Context: an optimization exercise on an open-source flow, tuned for small area. The choices shown serve that exercise and are no tape-out recipe.
Function was checked by simulation only, so behaviour that the tests miss may differ from the original.
No activity file was given, so power comes from the tool's default toggle rates.

**flow/config.mk**
```make
export PLATFORM = sky130hd
export DESIGN_NAME = aplic_regctl_top
export DESIGN_NICKNAME = aplic_regctl_top
export VERILOG_FILES = /design/flow/design.v
export SDC_FILE = /design/flow/constraint.sdc
export NUM_CORES = 4
export LEC_CHECK = 0
export CAP_MARGIN = 20
export CORE_MARGIN = 2
export CORE_UTILIZATION = 40
export SETUP_SLACK_MARGIN = 1.0
export SLEW_MARGIN = 20
```
**flow/constraint.sdc**
```tcl
create_clock -name core_clock -period 10.0 [get_ports {i_clk}]
set_input_delay 2.0000 -clock core_clock [delete_from_list [all_inputs] [get_ports {i_clk}]]
set_output_delay 2.0000 -clock core_clock [all_outputs]
set_load 0.01 [all_outputs]
```
**flow/design.v**
```verilog
`timescale 1ns/100ps
module aplic_regctl_top (
  input  logic        i_clk,
  input  logic        ni_rst,
  input  logic        i_acc_en,
  input  logic        i_acc_we,
  input  logic [0:0]  i_acc_dom,
  input  logic [15:0] i_acc_addr,
  input  logic [31:0] i_acc_wdata,
  output logic [31:0] o_acc_rdata,
  output logic [31:0] o_setip,
  output logic [31:0] o_setie,
  output logic [31:0] o_active,
  output logic [31:0] o_intp_domain,
  output logic [1:0]  o_domaincfg_ie,
  output logic [1:0]  o_domaincfg_dm
);
  logic        dom;
  logic [15:0] a;
  logic [31:0] wd;
  logic [4:0]  slot;
  logic        rd, wr;
  logic        a_dom, a_src, a_tgt;
  logic        a_blk, a_word, a_num;
  logic        a_setip, a_inclrip, a_setie, a_clrie;
  logic        a_setipnum, a_clripnum, a_setienum, a_clrienum;
  assign dom  = i_acc_dom[0];
  assign a    = i_acc_addr;
  assign wd   = i_acc_wdata;
  assign slot = a[6:2];
  assign rd   = i_acc_en & ~i_acc_we;
  assign wr   = i_acc_en & i_acc_we;
  assign a_dom = (a == 16'h0000);
  assign a_src = (a[15:7] == 9'h000) & (a[1:0] == 2'b00);
  assign a_tgt = (a[15:7] == 9'h060) & (a[1:0] == 2'b00);
  assign a_blk  = (a[15:10] == 6'b000111);
  assign a_word = a_blk & (a[7:0] == 8'h00);
  assign a_num  = a_blk & (a[7:0] == 8'hDC);
  assign a_setip    = a_word & (a[9:8] == 2'd0);
  assign a_inclrip  = a_word & (a[9:8] == 2'd1);
  assign a_setie    = a_word & (a[9:8] == 2'd2);
  assign a_clrie    = a_word & (a[9:8] == 2'd3);
  assign a_setipnum = a_num  & (a[9:8] == 2'd0);
  assign a_clripnum = a_num  & (a[9:8] == 2'd1);
  assign a_setienum = a_num  & (a[9:8] == 2'd2);
  assign a_clrienum = a_num  & (a[9:8] == 2'd3);
  logic [1:0]      ie_q, dm_q;
  logic [31:1]     owner_q;
  logic [2:0]      mode_q  [31:1];
  logic [31:1]     act;
  logic [31:1]     ip_q, en_q;
  logic [31:1]     vld_q;
  logic [30:0]     tgt_q   [31:1];
  logic [31:1]     hit;
  logic [31:1]     own;
  logic [31:1]     numhit;
  logic            num_hi0;
  always_comb begin
    for (int i = 1; i < 32; i++) begin
      hit[i]    = (slot == 5'(i));
      numhit[i] = (wd[4:0] == 5'(i));
      own[i]    = owner_q[i] ~^ dom;
      act[i]    = |mode_q[i];
    end
  end
  assign num_hi0 = (wd[31:5] == 27'd0);
  always_ff @(posedge i_clk or negedge ni_rst) begin
    if (!ni_rst) begin
      ie_q <= '0;
      dm_q <= '0;
    end else if (wr & a_dom) begin
      ie_q[dom] <= wd[8];
      dm_q[dom] <= wd[2];
    end
  end
  logic [2:0] wmode;
  assign wmode = (wd[10] | (wd[2:1] == 2'b01)) ? 3'd0 : wd[2:0];
  for (genvar i = 1; i < 32; i++) begin : g_src
    always_ff @(posedge i_clk or negedge ni_rst) begin
      if (!ni_rst) begin
        owner_q[i] <= 1'b0;
      end else if (wr & a_src & hit[i] & ~dom) begin
        owner_q[i] <= wd[10];
      end
    end
    always_ff @(posedge i_clk or negedge ni_rst) begin
      if (!ni_rst) begin
        mode_q[i] <= 3'd0;
      end else if (wr & a_src & hit[i] & (~dom | owner_q[i])) begin
        mode_q[i] <= wmode;
      end
    end
  end
  logic [31:1] ip_set, ip_clr, en_set, en_clr;
  logic        wnum;
  assign wnum = wr & num_hi0;
  always_comb begin
    for (int i = 1; i < 32; i++) begin
      ip_set[i] = own[i] & ((wr & a_setip & wd[i])  | (wnum & a_setipnum & numhit[i]));
      ip_clr[i] = own[i] & ((wr & a_setip & ~wd[i]) | (wr & a_inclrip & wd[i]) |
                            (wnum & a_clripnum & numhit[i]));
      en_set[i] = own[i] & ((wr & a_setie & wd[i])  | (wnum & a_setienum & numhit[i]));
      en_clr[i] = own[i] & ((wr & a_setie & ~wd[i]) | (wr & a_clrie & wd[i]) |
                            (wnum & a_clrienum & numhit[i]));
    end
  end
  always_ff @(posedge i_clk or negedge ni_rst) begin
    if (!ni_rst) begin
      ip_q <= '0;
      en_q <= '0;
    end else begin
      ip_q <= act & ((ip_q & ~ip_clr) | ip_set);
      en_q <= act & ((en_q & ~en_clr) | en_set);
    end
  end
  logic        wdm;
  logic [31:0] wl;
  logic [30:0] wl_s;
  assign wdm = dom ? dm_q[1] : dm_q[0];
  always_comb begin
    wl = wd;
    if (!wdm) begin
      wl[17:8] = '0;
      if (wd[7:0] == 8'd0) wl[0] = 1'b1;
    end else begin
      wl[11] = 1'b0;
    end
  end
  assign wl_s = {wl[31:12], wl[10:0]};
  for (genvar i = 1; i < 32; i++) begin : g_tgt
    logic twe;
    assign twe = wr & a_tgt & hit[i] & act[i] & own[i];
    always_ff @(posedge i_clk or negedge ni_rst) begin
      if (!ni_rst) begin
        vld_q[i] <= 1'b0;
      end else if (twe) begin
        vld_q[i] <= 1'b1;
      end
    end
    always_ff @(posedge i_clk) begin
      if (twe) begin
        tgt_q[i] <= wl_s;
      end
    end
  end
  logic [30:0] t_rd;
  logic [2:0]  m_rd;
  logic        d_rd;
  always_comb begin
    t_rd = '0;
    m_rd = '0;
    d_rd = 1'b0;
    for (int i = 1; i < 32; i++) begin
      t_rd = t_rd | ({31{hit[i] & own[i] & vld_q[i]}} & tgt_q[i]);
      m_rd = m_rd | ({3{hit[i] & own[i]}} & mode_q[i]);
      d_rd = d_rd | (hit[i] & owner_q[i]);
    end
  end
  logic [31:0] rdata;
  always_comb begin
    rdata = '0;
    if (a_tgt) rdata = {t_rd[30:11], 1'b0, t_rd[10:0]};
    if (a_src) begin
      rdata[2:0] = m_rd;
      rdata[10]  = d_rd & ~dom;
    end
    if (a_dom) begin
      rdata[31] = 1'b1;
      rdata[8]  = dom ? ie_q[1] : ie_q[0];
      rdata[2]  = dom ? dm_q[1] : dm_q[0];
    end
    if (a_setip) rdata = {ip_q & own, 1'b0};
    if (a_setie) rdata = {en_q & own, 1'b0};
  end
  assign o_acc_rdata = rd ? rdata : '0;
  assign o_setip        = {ip_q, 1'b0};
  assign o_setie        = {en_q, 1'b0};
  assign o_active       = {act, 1'b0};
  assign o_intp_domain  = {owner_q, 1'b0};
  assign o_domaincfg_ie = ie_q;
  assign o_domaincfg_dm = dm_q;
endmodule
```
**flow/run.sh**
```bash
#!/bin/bash
# synth_recipe.tcl (not shown) runs the flow's synth.tcl, then flattens the netlist and writes it again
# the make line also repeats each setting of config.mk as NAME=value (left out here)
make -C /OpenROAD-flow-scripts/flow DESIGN_CONFIG=/design/flow/config.mk WORK_HOME=/design/flow/orfs CLKGATE_MAP_FILE= SYNTH_SCRIPT=/design/flow/synth_recipe.tcl finish
```
==> summary.md <==
| Metric | Value |
|---|---|
| Post-synth EDFFs | between 900 and 1k |
| Final nets | slightly below 4k |
| DRT iter0 DRCs | 6,981 |
| Detail-routed via count per cell | ~6.7 |
| Combinational family with the most area after synthesis | compound AO/OA/AOI/OAI gates |
| Final hold vios | 0 |
| Critical Path Source Type | input pin |
| Reg-to-reg startpoint | owner_q[23] |
| Row count | 128 |
| Drt pass-1 iters | 10 |
| Crit path to | o_acc_rdata[5] |
| Final period util | 0.914 |
| Pwr Density | around 170 mW/mm^2 |
| H-tree levels | 3 |
| CTS tree | yes |
| ANT nets after route | 0 |
| First-pass GRT wire length | 285,000 um |
| Cell variety after synth | 74 |
| Grt ovf | 0 |
| Reg2reg path depth | 7 |
| CP startpoint | i_acc_addr[4] |
| Largest net degree at the start of global routing | 104 |
| P_leak | between 20 and 25 nW |
| Worst hold-check path type | register to register |
| DRT Wirelength | 210,000 um |
| Ys flop type | edfxtp_1 |
| Critical-path maximum fanout | 21 |
| Gr usage total | 0.326 |
| Via count | 37.2k |
| WP data arrival | 7.14 ns |
| Layout cell share with drive strength beyond 1 | 0.139 |
| Core Region | about 0.12 mm^2 |
| Mapped Area | 0.0491 mm^2 |
| R2r setup slk | around 6.2 ns |
| Fin Setup TNS | 0 ns |
| # setup viols final | 0 |
| TritonCTS sink count | approximately 1.2k |
| Final slew viol count | 0 |
| Post-DP HPWL | 131,000 um |
| Die area | 0.126 mm^2 |
| Worst-Skew Late Latency | 0.75 ns |
| WS Path Type | input pin to output pin |
| Mux contribution to synthesized area | 0.0266 |
| Starting Density | 0.403 |
| Achievable frequency | 109 MHz |
| Least-Margin Pin Slew | 1.26 ns |
| Clock transition at path regs | 0.06 ns |
| Synthesis Warnings | 3 |
| Post-synthesis sequential area ratio | 0.700 |
| #FFs+latches synth | roughly 1.2k |
| Number of CTS-inserted buffers | 115 |
| Final core utilization | 0.474 |
| Max-cap viol count | 0 |
| IO Count | 217 |
| Vias in the first global route | approximately 34k |
| Xor and xnor area share after synthesis | 0 |
| Post-cts repair resize count | 0 |
| Slew margin rel. | 0.156 |
| CTS root buffer | clkbuf_16 |
| Outcome | complete, no violations |
| Hold Startpoint | vld_q[1] |
| Drt wl/cell | 38.0 um |
| Post-CTS Hold Fix Bufs | 0 |
| Setup repair after global routing missed its margin | false |
| Layout Skew | 0.0537 ns |
| CP required | 8.00 ns |
| Worst flop-to-flop path endpoint | tgt_q[23][6] |
| Layout area overhead | 17.5% |
| Placer Congestion | just over 1 |
| Width of the die | 354 um |
| Post-CTS Setup Repair Bufs | 0 |
| Area share of fa/ha/maj cells after synthesis | 0.00790 |
| Async set-reset flop share out of synthesis | 0.187 |
| # port buffers | 212 |
| Worst VDD drop | 142 uV |
| Avg Cell Area, Syn | 13.9 um^2 |
| Initial antenna violation count | 7 |
| Minimum clock period | 9.14 ns |
| Synth Area in Compound Gates | 0.131 |
| Post-Synth Simple-Gate Area | 0.108 |
| Post-Synthesis Cells | between 3k and 4k |
| # DRC | 0 |
| Clk buf depth | 3 |
| Die Y | 354 um |
| CP Capture Type | output pin |
| FILL cells | between 10k and 15k |
==> cell families after synthesis <==
kind of cell | after synthesis
DFF | 1182
adders and majority gates | 31
muxes | 122
AOI/OAI and AO/OA | 886
and+or+nand+nor | 998
other | 1
buffers and inverters | 319
==> flip-flops by register name, summed over array words and instances (netlist names), named ones only <==
register and count:
tgt_q 961, mode_q 93, en_q 31, ip_q 31, owner_q 31, vld_q 31
==> final cells by class <==
| type | count | area (um^2) | area share |
|---|---|---|---|
| clock buffers | 147 | 3050 | 0.0528 |
| well taps | 1625 | 2030 | 0.0352 |
| repair buffers | 399 | 3580 | 0.0620 |
| multi-input cells | 2041 | 13800 | 0.240 |
| diodes | 5 | 12.5 | 0.000217 |
| flip-flops and latches | 1182 | 34400 | 0.596 |
| inverters | 72 | 270 | 0.00468 |
| clock inverters | 65 | 573 | 0.00993 |
==> critical path: stages <==
cell             delay (ns)
clkdlybuf4s50_1        1.03
and3_1                 0.78
and3_2                 0.85
buf_4                  0.47
a22oi_1                0.16
nand4_1                0.13
or4_1                  0.13
o21ai_0                0.18
buf_4                  0.23
a21oi_1                0.48
clkdlybuf4s50_1        0.65
==> cell usage after synthesis, drive strengths merged, types with 21 or more instances <==
library cell,instances,area share
nand2,300,0.023
inv,71,0.0054
or2,36,0.0046
and4,39,0.0070
and2,21,0.0027
edfxtp,961,0.59
mux2i,53,0.011
mux2,69,0.016
a22o,87,0.016
nor3,81,0.0084
clkbuf,153,0.012
ha,31,0.0079
o22ai,26,0.0033
nand3,101,0.010
dfrtp,221,0.11
buf,94,0.0099
a22oi,243,0.037
o211ai,90,0.014
o21ai,93,0.0095
nand4,91,0.012
a21oi,130,0.013
or3,27,0.0034
a221oi,75,0.013
and3,77,0.0098
nor3b,24,0.0037
nor2,104,0.0079
==> worst min-delay path by stage <==
stage / endpoint / slack (ns) / cells past startpoint
3_5_place_dp: vld_q[12] / 0.45 / 1
5_1_grt: vld_q[16] / 0.48 / 1
4_1_cts: vld_q[12] / 0.46 / 1
6_report: vld_q[1] / 0.47 / 1
2_1_floorplan: vld_q[12] / 0.43 / 1
3_3_place_gp: vld_q[17] / 0.44 / 1
==> per-stage QoR <==
| step | total power (W) | area (um^2) | setup slack, ns | cells | hold slack, ns |
|---|---|---|---|---|---|
| 2_1_floorplan | 0.00550 | 49100 | 3.70 | 3542 | 0.430 |
| 3_3_place_gp | 0.00569 | 54000 | 1.12 | 5317 | 0.445 |
| 3_5_place_dp | 0.00569 | 54000 | 1.13 | 5318 | 0.448 |
| 4_1_cts | 0.00986 | 57700 | 1.13 | 5530 | 0.463 |
| 5_1_grt | 0.0101 | 57700 | 1.03 | 5531 | 0.476 |
| 6_report | 0.00987 | 57700 | 0.864 | 5536 | 0.465 |
==> placed cells by master (no fill, tap or decap), types with 12 or more instances in the layout <==
| master | n |
|---|---|
| edfxtp_1 | 961 |
| nand2_1 | 297 |
| a22oi_1 | 243 |
| dfrtp_1 | 221 |
| clkdlybuf4s50_1 | 207 |
| buf_4 | 179 |
| a21oi_1 | 130 |
| clkbuf_16 | 116 |
| nand3_1 | 100 |
| nor2_1 | 91 |
| nand4_1 | 91 |
| o211ai_1 | 90 |
| a22o_1 | 87 |
| o21ai_0 | 82 |
| a221oi_1 | 75 |
| inv_1 | 71 |
| and3_1 | 70 |
| mux2_2 | 69 |
| nor3_1 | 67 |
| mux2i_1 | 52 |
| and4_1 | 35 |
| or2_2 | 32 |
| ha_1 | 31 |
| clkbuf_1 | 28 |
| or3_1 | 27 |
| clkinv_1 | 27 |
| o22ai_1 | 26 |
| clkinv_2 | 21 |
| a222oi_1 | 18 |
| a211oi_1 | 17 |
| nor3b_2 | 17 |
| or4_1 | 16 |
| a32oi_1 | 14 |
| and2_1 | 13 |
| a2111oi_0 | 13 |
| nor3_2 | 12 |
| nor4_1 | 12 |
| nor2_4 | 12 |
| o31ai_1 | 12 |
==> metal layers <==
metal / GRT usage / share of wire / vias up / wire, um
met4: 0.166 / 0.062 / 10 / 12900
met3: 0.0986 / 0.15 / 626 / 30600
met2: 0.481 / 0.43 / 3238 / 90100
li1: - / - / 14600 / -
met1: 0.435 / 0.36 / 18700 / 76700
met5: 0.00113 / 0.00028 / - / 58
==> report_power, final <==
group | switching (W) | internal (W) | total, W
Combinational | 0.000237 | 0.0000661 | 0.000303
Clock | 0.00195 | 0.00231 | 0.00426
Sequential | 0.0000000850 | 0.00530 | 0.00530

==> separate check: timing with driven ports <==
In the flow no input, the clock included, has a driving cell. The finished layout below was timed again as built, in two steps.
Step 1 sets driving cells, clkbuf_16 on the clock port and buf_2 on the other inputs (assumed; they add their load-dependent delay and slew).
Step 2 times the ports against the registers' clock, not the clock port: input delays grow and output delays shrink by t, the midpoint of the rising clock arrivals with the driver on.
Slacks: no drivers / after step 1 / after step 2; pairs: no drivers / after step 1.
shift t [ns]: 0.802
setup slack, ns: 0.864 / 0.839 / 0.839
slew at the worst register clock pin (ns): 0.07 / 0.07
worst data-port slew with drivers (ns): 0.05
cell pins on the clock port's net: 1
After both steps setup and hold are still met in this run. For this run, drivers alone change the setup slack by -0.025 ns; drivers and shift together by -0.025 ns.
